What follows belongs to an exercise in optimizing a design on an open flow for small area, a short achievable clock period and few clock cycles per item; a production flow would make more cautious choices.
Power and IR drop assume default switching activity.

// backlight_fade_dim_controller
module backlight_fade_dim_controller #(
  parameter int TIME_BITS = 32,
  parameter int DUTY_BITS = 8
) (
  input  logic                 clk,
  input  logic                 rst,
  input  logic                 cfg_valid,
  output logic                 cfg_ready,
  input  logic [2:0]           cfg_index,
  input  logic [TIME_BITS-1:0] cfg_data,
  input  logic                 in_valid,
  output logic                 in_ready,
  input  logic [2:0]           func,
  input  logic [TIME_BITS-1:0] now_ms,
  input  logic [TIME_BITS-1:0] last_activity_ms,
  input  logic                 in_dim_phase,
  output logic                 out_valid,
  input  logic                 out_ready,
  output logic [DUTY_BITS-1:0] duty,
  output logic                 duty_written,
  output logic                 pwm_running,
  output logic                 backlight_cut
);
  assign cfg_ready = 1'b1;
  logic [7:0]  cB, cFe, cFp, cM;
  logic [31:0] cT, cL;
  always_ff @(posedge clk) begin
    if (rst) begin
      cB  <= 8'd180;
      cT  <= 32'd30000;
      cL  <= 32'd5000;
      cFe <= 8'd31;
      cFp <= 8'd77;
      cM  <= 8'd4;
    end else if (cfg_valid) begin
      case (cfg_index)
        3'd0: cB  <= cfg_data[7:0];
        3'd1: cT  <= cfg_data;
        3'd2: cL  <= cfg_data;
        3'd3: cFe <= cfg_data[7:0];
        3'd4: cFp <= cfg_data[7:0];
        3'd5: cM  <= cfg_data[7:0];
        default: begin
        end
      endcase
    end
  end
  logic [7:0] dd;      
  logic [7:0] ec;      
  logic [7:0] plc;     
  logic       lbok;    
  logic [1:0] pc;      
  logic       tE2, tP2, tE3, tP3, tE4, tP4;
  logic sv;            
  logic adv;           
  logic acc;
  assign adv      = !sv;
  assign in_ready = !sv && !pc[1];
  assign acc      = in_valid && in_ready;
  logic [31:0] st_start;
  logic        st_started;
  logic        st_cut;
  logic m_tick, m_wrf, m_clrf, m_srcp, m_cut;
  always_comb begin
    m_tick = (func == 3'd0) && !st_cut;
    m_wrf  = (func == 3'd1) || ((func == 3'd3) && st_cut);
    m_clrf = ((func == 3'd2) && !st_cut) || (func == 3'd4);
    m_srcp = (func == 3'd1);
  ...
export LEC_CHECK = 0
export CAP_MARGIN = 20
export CORE_MARGIN = 2
export CORE_UTILIZATION = 40
export SETUP_SLACK_MARGIN = 5
export SLEW_MARGIN = 20
create_clock -name core_clock -period 9.0 [get_ports {clk}]
run.sh (not shown) runs the stock make flow with config.mk's settings and CLKGATE_MAP_FILE= SYNTH_SCRIPT=/design/flow/synth_recipe.tcl, a recipe that flattens the netlist after the stock synthesis.
==> next run, changes <==
--- a/flow/design.v
+++ b/flow/design.v
@@ -217,74 +217,74 @@
     clr2   = tick2 ? !wt2 : clrf2;
     lvq2   = (tick2 && lt2) ? elo2 : (tick2 && dim2) ? ec : cB;
   end
   function automatic logic [79:0] csa(input logic [39:0] a, input logic [39:0] b,
                                       input logic [39:0] c);
     logic [39:0] s, k;
     s = a ^ b ^ c;
     k = (a & b) | (a & c) | (b & c);
     csa = {s, k[38:0], 1'b0};
   endfunction
   logic [3:0]       bneg, bone, btwo;
-  logic [5:0][39:0] br;
-  logic [3:0][39:0] l1;
-  logic [2:0][39:0] l2;
+  logic [6:0][39:0] br;
+  logic [4:0][39:0] l1;
+  logic [3:0][39:0] l2;
+  logic [2:0][39:0] l3;
   logic [39:0]      ms2, mc2;
   always_comb begin
     for (int k = 0; k < 4; k++) begin
       logic       b2, b1, b0;
       logic [32:0] mag;
       logic [33:0] pat;
       b2 = dd[2*k+1];
       b1 = dd[2*k];
       b0 = (k == 0) ? 1'b0 : dd[2*k-1];
       bneg[k] = b2 && !(b1 && b0);
       bone[k] = b1 ^ b0;
       btwo[k] = (b2 && !b1 && !b0) || (!b2 && b1 && b0);
       mag = bone[k] ? {1'b0, pos2} : btwo[k] ? {pos2, 1'b0} : 33'd0;
       pat = bneg[k] ? ~{1'b0, mag} : {1'b0, mag};
       br[k] = {6'd0, ~pat[33], pat[32:0]} << (2 * k);
     end
     br[4] = dd[7] ? {pos2, 8'd0} : 40'd0;
-    br[5] = {1'b0, 1'b1, 1'b0, 1'b1, 1'b0, 1'b1, 1'b1, 26'd0, bneg[3], 1'b0, bneg[2], 1'b0,
-             bneg[1], 1'b0, bneg[0]};
+    br[5] = {1'b0, 1'b1, 1'b0, 1'b1, 1'b0, 1'b1, 1'b1, 25'd0, !(tE2 || tP2), bneg[3], 1'b0, bneg[2],
+             1'b0, bneg[1], 1'b0, bneg[0]};
+    br[6] = (tE2 || tP2) ? 40'd0 : {~{1'b0, cL}, 7'd0};
     {l1[0], l1[1]} = csa(br[0], br[1], br[2]);
     {l1[2], l1[3]} = csa(br[3], br[4], br[5]);
+    l1[4] = br[6];
     {l2[0], l2[1]} = csa(l1[0], l1[1], l1[2]);
     l2[2] = l1[3];
-    {ms2, mc2} = csa(l2[0], l2[1], l2[2]);
+    l2[3] = l1[4];
+    {l3[0], l3[1]} = csa(l2[0], l2[1], l2[2]);
+    l3[2] = l2[3];
+    {ms2, mc2} = csa(l3[0], l3[1], l3[2]);
   end
   logic [10:3][13:0] mt;
   logic [39:0] ms3, mc3;
   always_ff @(posedge clk) begin
     if (rst) begin
       mt[3][13] <= 1'b0;
     end else if (adv) begin
       mt[3][13] <= v2;
     end
   end
   always_ff @(posedge clk) begin
     if (adv) begin
       mt[3][12:0] <= {wr2, clr2, cut2, isdiv2, srcp2 && !tick2, lvq2};
       ms3         <= ms2;
       mc3         <= mc2;
     end
   end
-  logic [39:0] lsh3, ys3, yc3, y3;
-  bfdc_add #(.N(40)) u_y3 (.a(ys3), .b(yc3), .ci(1'b0), .s(y3), .co());
-  always_comb begin
-    lsh3 = {1'b0, cL, 7'd0};
-    ys3  = ms3 ^ mc3 ^ ~lsh3;
-    yc3  = (ms3 & mc3) | ((ms3 | mc3) & ~lsh3);
-    yc3  = {yc3[38:0], 1'b1};
-  end
+  logic [39:0] y3;    
+  bfdc_add #(.N(40)) u_y3 (.a(ms3), .b(mc3), .ci(1'b0), .s(y3), .co());
   logic [7:1][39:0] rr;
   always_ff @(posedge clk) begin
     if (rst) begin
       mt[4][13] <= 1'b0;
     end else if (adv) begin
       mt[4][13] <= mt[3][13];
     end
   end
   always_ff @(posedge clk) begin
     if (adv) begin
       rr[7]       <= y3;
@@ -375,27 +375,25 @@
       end else begin
         sv <= 1'b1;
         sd <= r_duty;
         sw <= wr10;
         sp <= r_pwm;
         sc <= cut10;
       end
     end else if (deliver) begin
       out_valid <= 1'b0;
     end
   end
-  logic [15:0] xr;
   logic [7:0]  xe, xec, xpc;
   always_comb begin
-    xr  = rr[7][15:0] + {cL[8:0], 7'd0};
-    xe  = xr[15:8];
+    xe  = rr[7][15:8];
     xec = (xe < cM) ? cM : xe;
     xpc = xec;
   end
   always_ff @(posedge clk) begin
     if (rst) begin
       pc   <= 2'd0;
       tE2  <= 1'b0;
       tP2  <= 1'b0;
       tE3  <= 1'b0;
       tP3  <= 1'b0;
       tE4  <= 1'b0;
Sequential share of layout area is about the same.
Via count came out lower by 1.8%.
Combinational power is about the same.
Non-clock buffer count goes up by 7.
Wire length shrinks by 9.9%.
Critical path depth goes down by 2.
Clock power came out lower by about 4%.
No functional check of the RTL was part of any run of this note.


## the baseline
The RTL this note starts from:
==> flow/design.v <==
`timescale 1ns / 1ps
package bfdc_pkg;
  typedef enum logic [2:0] {
    FUNC_UPDATE = 3'd0,
    FUNC_PREDIM = 3'd1,
    FUNC_OFF    = 3'd2,
    FUNC_ON     = 3'd3,
    FUNC_RESET  = 3'd4
  } func_t;
  typedef enum logic [2:0] {
    CFG_BRIGHTNESS    = 3'd0,
    CFG_SLEEP_TIMEOUT = 3'd1,
    CFG_DIM_LEAD      = 3'd2,
    CFG_DIM_END_FRAC  = 3'd3,
    CFG_PREDIM_FRAC   = 3'd4,
    CFG_MIN_DIM_DUTY  = 3'd5
  } cfg_idx_t;
  typedef struct packed {
    logic load;
    logic prep;
    logic div_init;
    logic div_step;
    logic commit;
  } cmd_t;
  typedef struct packed {
    logic need_div;
    logic div_last;
  } status_t;
endpackage
`timescale 1ns / 1ps
module backlight_fade_dim_controller #(
  parameter int TIME_BITS = 32,
  parameter int DUTY_BITS = 8
) (
  input  logic                 clk,
  input  logic                 rst,
  input  logic                 cfg_valid,
  output logic                 cfg_ready,
  input  logic [2:0]           cfg_index,
  input  logic [TIME_BITS-1:0] cfg_data,
  input  logic                 in_valid,
  output logic                 in_ready,
  input  logic [2:0]           func,
  input  logic [TIME_BITS-1:0] now_ms,
  input  logic [TIME_BITS-1:0] last_activity_ms,
  input  logic                 in_dim_phase,
  output logic                 out_valid,
  input  logic                 out_ready,
  output logic [DUTY_BITS-1:0] duty,
  output logic                 duty_written,
  output logic                 pwm_running,
  output logic                 backlight_cut
);
  assign cfg_ready = 1'b1;
  logic [7:0]  cB, cFe, cFp, cM;
  logic [31:0] cT, cL;
  always_ff @(posedge clk) begin
    if (rst) begin
      cB  <= 8'd180;
      cT  <= 32'd30000;
      cL  <= 32'd5000;
      cFe <= 8'd31;
      cFp <= 8'd77;
      cM  <= 8'd4;
    end else if (cfg_valid) begin
      case (cfg_index)
        3'd0: cB  <= cfg_data[7:0];
        3'd1: cT  <= cfg_data;
        3'd2: cL  <= cfg_data;
        3'd3: cFe <= cfg_data[7:0];
        3'd4: cFp <= cfg_data[7:0];
        3'd5: cM  <= cfg_data[7:0];
        default: begin
        end
      endcase
    end
  end
  logic [7:0] dd;      
  logic [7:0] ec;      
  logic [7:0] plc;     
  logic       lbok;    
  logic [1:0] pc;      
  logic       tE2, tP2, tE3, tP3, tE4, tP4;
  logic sv;            
  logic adv;           
  logic acc;
  assign adv      = !sv;
  assign in_ready = !sv && !pc[1];
  assign acc      = in_valid && in_ready;
  logic [31:0] st_start;
  logic        st_started;
  logic        st_cut;
  logic m_tick, m_wrf, m_clrf, m_srcp, m_cut;
  always_comb begin
    m_tick = (func == 3'd0) && !st_cut;
    m_wrf  = (func == 3'd1) || ((func == 3'd3) && st_cut);
    m_clrf = ((func == 3'd2) && !st_cut) || (func == 3'd4);
    m_srcp = (func == 3'd1);
    m_cut  = (func == 3'd2) ? 1'b1 : (func == 3'd3) ? 1'b0 : st_cut;
  end
  always_ff @(posedge clk) begin
    if (rst) begin
      st_start   <= '0;
      st_started <= 1'b0;
      st_cut     <= 1'b0;
    end else if (acc) begin
      st_cut <= m_cut;
      if (m_tick && !st_started) begin
        st_start   <= now_ms;
        st_started <= 1'b1;
      end
      if (func == 3'd4) begin
        st_start   <= '0;
        st_started <= 1'b0;
      end
    end
  end
  logic        v1, tick1, dim1, wrf1, clrf1, srcp1, cut1;
  logic [31:0] now1, ps1, pc1;
  logic [31:0] ps0, pc0;
  always_comb begin
    ps0 = now_ms ^ ~last_activity_ms ^ ~cT;
    pc0 = {(now_ms[30:0] & ~last_activity_ms[30:0]) | (now_ms[30:0] & ~cT[30:0]) |
           (~last_activity_ms[30:0] & ~cT[30:0]), 1'b1};
  end
  always_ff @(posedge clk) begin
    if (rst) begin
      v1 <= 1'b0;
    end else if (adv) begin
      v1 <= acc;
    end
  end
  always_ff @(posedge clk) begin
    if (adv) begin
      tick1 <= m_tick;
      dim1  <= in_dim_phase;
      wrf1  <= m_wrf;
      clrf1 <= m_clrf;
      srcp1 <= m_srcp;
      cut1  <= m_cut;
      now1  <= now_ms;
      ps1   <= ps0;
      pc1   <= pc0;
    end
  end
  logic [31:0] elapsed1, pos1;
  assign elapsed1 = now1 - st_start;
  logic [31:0] ps_b, pc_b;
  always_comb begin
    ps_b = ps1 ^ pc1 ^ cL;
    pc_b = {(ps1[30:0] & pc1[30:0]) | (ps1[30:0] & cL[30:0]) | (pc1[30:0] & cL[30:0]), 1'b1};
  end
  assign pos1 = ps_b + pc_b;
  logic        v2, tick2, dim2, wrf2, clrf2, srcp2, cut2, ehz2;
  logic [7:0]  elo2;
  logic [31:0] pos2;
  always_ff @(posedge clk) begin
    if (rst) begin
      v2 <= 1'b0;
    end else if (adv) begin
      v2 <= v1;
    end
  end
  always_ff @(posedge clk) begin
    if (adv) begin
      tick2 <= tick1;
      dim2  <= dim1;
      wrf2  <= wrf1;
      clrf2 <= clrf1;
      srcp2 <= srcp1;
      cut2  <= cut1;
      elo2  <= elapsed1[7:0];
      ehz2  <= (elapsed1[31:8] == 24'd0);
      pos2[31:8] <= pos1[31:8] & {24{!pc[1]}};
      pos2[7:0]  <= !pc[1] ? pos1[7:0] : pc[0] ? cFe : cFp;
    end
  end
  logic       lt2, plt2, wt2, isdiv2, wr2, clr2;
  logic [7:0] lvq2;
  always_comb begin
    lt2    = ehz2 && (elo2 < cB);
    plt2   = pos2 < cL;
    wt2    = lt2 || dim2 || (cB != 8'hFF);
    isdiv2 = tick2 && !lt2 && dim2 && plt2 && lbok;
    wr2    = tick2 ? wt2 : wrf2;
    clr2   = tick2 ? !wt2 : clrf2;
    lvq2   = (tick2 && lt2) ? elo2 : (tick2 && dim2) ? ec : cB;
  end
  function automatic logic [79:0] csa(input logic [39:0] a, input logic [39:0] b,
                                      input logic [39:0] c);
    logic [39:0] s, k;
    s = a ^ b ^ c;
    k = (a & b) | (a & c) | (b & c);
    csa = {s, k[38:0], 1'b0};
  endfunction
  logic [7:0][39:0] pp;
  logic [5:0][39:0] l1;
  logic [3:0][39:0] l2;
  logic [2:0][39:0] l3;
  logic [39:0] ms2, mc2;
  always_comb begin
    for (int j = 0; j < 8; j++) begin
      pp[j] = dd[j] ? ({8'd0, pos2} << j) : 40'd0;
    end
    {l1[0], l1[1]} = csa(pp[0], pp[1], pp[2]);
    {l1[2], l1[3]} = csa(pp[3], pp[4], pp[5]);
    l1[4] = pp[6];
    l1[5] = pp[7];
    {l2[0], l2[1]} = csa(l1[0], l1[1], l1[2]);
    {l2[2], l2[3]} = csa(l1[3], l1[4], l1[5]);
    {l3[0], l3[1]} = csa(l2[0], l2[1], l2[2]);
    l3[2] = l2[3];
    {ms2, mc2} = csa(l3[0], l3[1], l3[2]);
  end
  logic [10:3][13:0] mt;
  logic [39:0] ms3, mc3;
  always_ff @(posedge clk) begin
    if (rst) begin
      mt[3][13] <= 1'b0;
    end else if (adv) begin
      mt[3][13] <= v2;
    end
  end
  always_ff @(posedge clk) begin
    if (adv) begin
      mt[3][12:0] <= {wr2, clr2, cut2, isdiv2, srcp2 && !tick2, lvq2};
      ms3         <= ms2;
      mc3         <= mc2;
    end
  end
  logic [39:0] lsh3, ys3, yc3, y3;
  logic [15:0] xr3;    
  always_comb begin
    lsh3 = {1'b0, cL, 7'd0};
    ys3  = ms3 ^ mc3 ^ ~lsh3;
    yc3  = (ms3 & mc3) | ((ms3 | mc3) & ~lsh3);
    yc3  = {yc3[38:0], 1'b1};
    y3   = ys3 + yc3;
    xr3  = y3[15:0] + {cL[8:0], 7'd0};
  end
  logic [7:1][39:0] rr;
  always_ff @(posedge clk) begin
    if (rst) begin
      mt[4][13] <= 1'b0;
    end else if (adv) begin
      mt[4][13] <= mt[3][13];
    end
  end
  always_ff @(posedge clk) begin
    if (adv) begin
      rr[7]       <= y3;
      mt[4][12:0] <= {mt[3][12:8], mt[3][9] ? !y3[39] : mt[3][7], mt[3][6:0]};
    end
  end
  for (genvar i = 1; i <= 6; i++) begin : g_step
    logic        sg;
    logic [33:0] u, lx;
    logic [34:0] d;
    logic        q;
    logic [39:0] rn;
    logic [13:0] mn;
    always_comb begin
      sg = rr[i+1][33+i];
      u  = rr[i+1][33+i:i];
      lx = sg ? {2'b0, cL} : ~{2'b0, cL};
      d  = {u, 1'b1} + {lx, !sg};
      q  = !d[33];
      rn = '0;
      rn[32+i:0] = {d[33:1], rr[i+1][i-1:0]};
      mn = mt[10-i];
      if (mt[10-i][9]) mn[i] = q;
    end
    always_ff @(posedge clk) begin
      if (rst) begin
        mt[11-i][13] <= 1'b0;
      end else if (adv) begin
        mt[11-i][13] <= mn[13];
      end
    end
    always_ff @(posedge clk) begin
      if (adv) begin
        rr[i]          <= rn;
        mt[11-i][12:0] <= mn[12:0];
      end
    end
  end
  logic        v10, wr10, clr10, cut10, isdiv10, srcp10;
  logic [7:0]  lvq10;
  assign {v10, wr10, clr10, cut10, isdiv10, srcp10, lvq10} = mt[10];
  logic        q0;
  logic [34:0] d0;
  logic [7:0]  a0, a1, c0, c1, level;
  logic [7:0]  r_duty;
  logic        r_pwm;
  logic        prod;
  always_comb begin
    d0     = {rr[1][33:0], 1'b1} + {(rr[1][33] ? {2'b0, cL} : ~{2'b0, cL}), !rr[1][33]};
    q0     = !d0[33];
    a0     = cB - {lvq10[7:1], 1'b0};
    a1     = cB - {lvq10[7:1], 1'b1};
    c0     = (a0 < cM) ? cM : a0;
    c1     = (a1 < cM) ? cM : a1;
    level  = isdiv10 ? (q0 ? c1 : c0) : (srcp10 ? plc : lvq10);
    r_duty = wr10 ? level : duty;
    r_pwm  = wr10 || (!clr10 && pwm_running);
    prod   = v10 && adv;
  end
  logic [7:0] sd;
  logic       sw, sp, sc;
  logic       deliver;
  assign deliver = out_valid && out_ready;
  always_ff @(posedge clk) begin
    if (rst) begin
      out_valid     <= 1'b0;
      sv            <= 1'b0;
      duty          <= '0;
      duty_written  <= 1'b0;
      pwm_running   <= 1'b1;
      backlight_cut <= 1'b0;
    end else if (sv) begin
      if (deliver) begin
        sv            <= 1'b0;
        duty          <= sd;
        duty_written  <= sw;
        pwm_running   <= sp;
        backlight_cut <= sc;
      end
    end else if (prod) begin
      if (!out_valid || deliver) begin
        out_valid     <= 1'b1;
        duty          <= r_duty;
        duty_written  <= wr10;
        pwm_running   <= r_pwm;
        backlight_cut <= cut10;
      end else begin
        sv <= 1'b1;
        sd <= r_duty;
        sw <= wr10;
        sp <= r_pwm;
        sc <= cut10;
      end
    end else if (deliver) begin
      out_valid <= 1'b0;
    end
  end
  always_ff @(posedge clk) begin
    if (rst) begin
      pc   <= 2'd0;
      tE2  <= 1'b0;
      tP2  <= 1'b0;
      tE3  <= 1'b0;
      tP3  <= 1'b0;
      tE4  <= 1'b0;
      tP4  <= 1'b0;
      dd   <= 8'd159;
      ec   <= 8'd21;
      plc  <= 8'd54;
      lbok <= 1'b1;
    end else if (cfg_valid) begin
      pc  <= 2'd3;
      tE2 <= 1'b0;
      tP2 <= 1'b0;
      tE3 <= 1'b0;
      tP3 <= 1'b0;
      tE4 <= 1'b0;
      tP4 <= 1'b0;
    end else begin
      if (pc != 2'd0) pc <= pc - 2'd1;
      tE2 <= (pc == 2'd3);
      tP2 <= (pc == 2'd2);
      tE3 <= tE2;
      tP3 <= tP2;
      tE4 <= tE3;
      tP4 <= tP3;
      if (pc == 2'd3) dd <= cB;
      if (tE3) ec <= xr3[15:8];
      if (tE4) begin
        dd   <= cB - ec;
        lbok <= (cL != 32'd0) && (cB > ec);
        ec   <= (ec < cM) ? cM : ec;
      end
      if (tP3) plc <= xr3[15:8];
      if (tP4) plc <= (plc < cM) ? cM : plc;
    end
  end
endmodule
Settings: LEC_CHECK=0, CAP_MARGIN=20, CORE_MARGIN=2, CORE_UTILIZATION=40, SETUP_SLACK_MARGIN=5, SLEW_MARGIN=20; clock period 9.0 ns.
Relative to the baseline, the following input files were edited for the candidate:
--- a/flow/design.v
+++ b/flow/design.v
@@ -230,12 +230,10 @@
   end
   logic [39:0] lsh3, ys3, yc3, y3;
-  logic [15:0] xr3;    
   always_comb begin
-    lsh3 = {1'b0, cL, 7'd0};
+    lsh3 = (tE3 || tP3) ? 40'd0 : {1'b0, cL, 7'd0};
     ys3  = ms3 ^ mc3 ^ ~lsh3;
     yc3  = (ms3 & mc3) | ((ms3 | mc3) & ~lsh3);
     yc3  = {yc3[38:0], 1'b1};
     y3   = ys3 + yc3;
-    xr3  = y3[15:0] + {cL[8:0], 7'd0};
   end
   logic [7:1][39:0] rr;
@@ -374,5 +372,5 @@
       tP4 <= tP3;
       if (pc == 2'd3) dd <= cB;
-      if (tE3) ec <= xr3[15:8];
+      if (tE3) ec <= y3[15:8];
       if (tE4) begin
         dd   <= cB - ec;
@@ -380,5 +378,5 @@
         ec   <= (ec < cM) ? cM : ec;
       end
-      if (tP3) plc <= xr3[15:8];
+      if (tP3) plc <= y3[15:8];
       if (tP4) plc <= (plc < cM) ? cM : plc;
     end
## What came out
- The layout overhead on the synthesized area in the candidate sits 0.52 points below the value recorded for the baseline.
- Of the baseline and the candidate, the baseline shows the lower mean cell area of the mapped netlist, with the candidate above it.
- When the candidate is measured against the baseline, its largest net degree at the start of global routing turns out 14 lower.
- Going from the baseline to the candidate, the setup slack was found to have gone up by 15 ps.
- The candidate — net count of the mapped netlist 45 lower, the baseline as reference
- Diff the baseline -> the candidate | fmax | increase of 0.00092 GHz
- [compare] base=the baseline new=the candidate: number of clock-tree buffers in the layout went down by 0.85%; number of filler instances in the final layout saw an increase; relative contribution of combinational cells to total power now smaller; final critical-path share of the clock period saw a decrease.
- Taking the baseline as the reference, in the candidate worst slew margin relative to its limit saw a decrease, required time of the worst setup path now sits lower, stage delay of the slowest cell on the critical path shows a reduction of 20 ps.
No run of this note included a check of the RTL's function; only the layout flow was run.

port drivers added, routing unchanged:
The results above use ideal ports. As a check the final layouts listed here were re-extracted and re-timed, cells and wires unchanged. Step 1 assumes that a clkbuf_16 drives the clock port and a buf_2 every other input. Step 2, shift: input delay + t, output delay - t, t = (earliest + latest rising clock arrival at the registers) / 2. This alone moves slack from input paths to output paths. Slacks: ideal ports / drivers / drivers and shift; pairs: ideal ports / drivers.
| run | t (ns) | setup slack, ns | worst register clock-pin slew, ns | worst slew at a driven data input, ns | cell pins on the clock port's net |
|---|---|---|---|---|---|
| the first run of note 1 | 0.758 | 4.990 / 4.990 / 4.698 | 0.07 / 0.07 | 0.09 | 1 |
| the second run of note 1 | 0.741 | 4.878 / 4.878 / 4.610 | 0.06 / 0.06 | 0.06 | 1 |
| the baseline | 0.775 | 4.891 / 4.891 / 4.557 | 0.07 / 0.07 | 0.12 | 1 |
| the candidate | 0.789 | 4.906 / 4.906 / 4.445 | 0.07 / 0.07 | 0.08 | 1 |
After both steps setup and hold are still met in every run listed. For the candidate, which loses most, drivers alone change the setup slack by 0.000 ns; drivers and shift together by -0.461 ns.
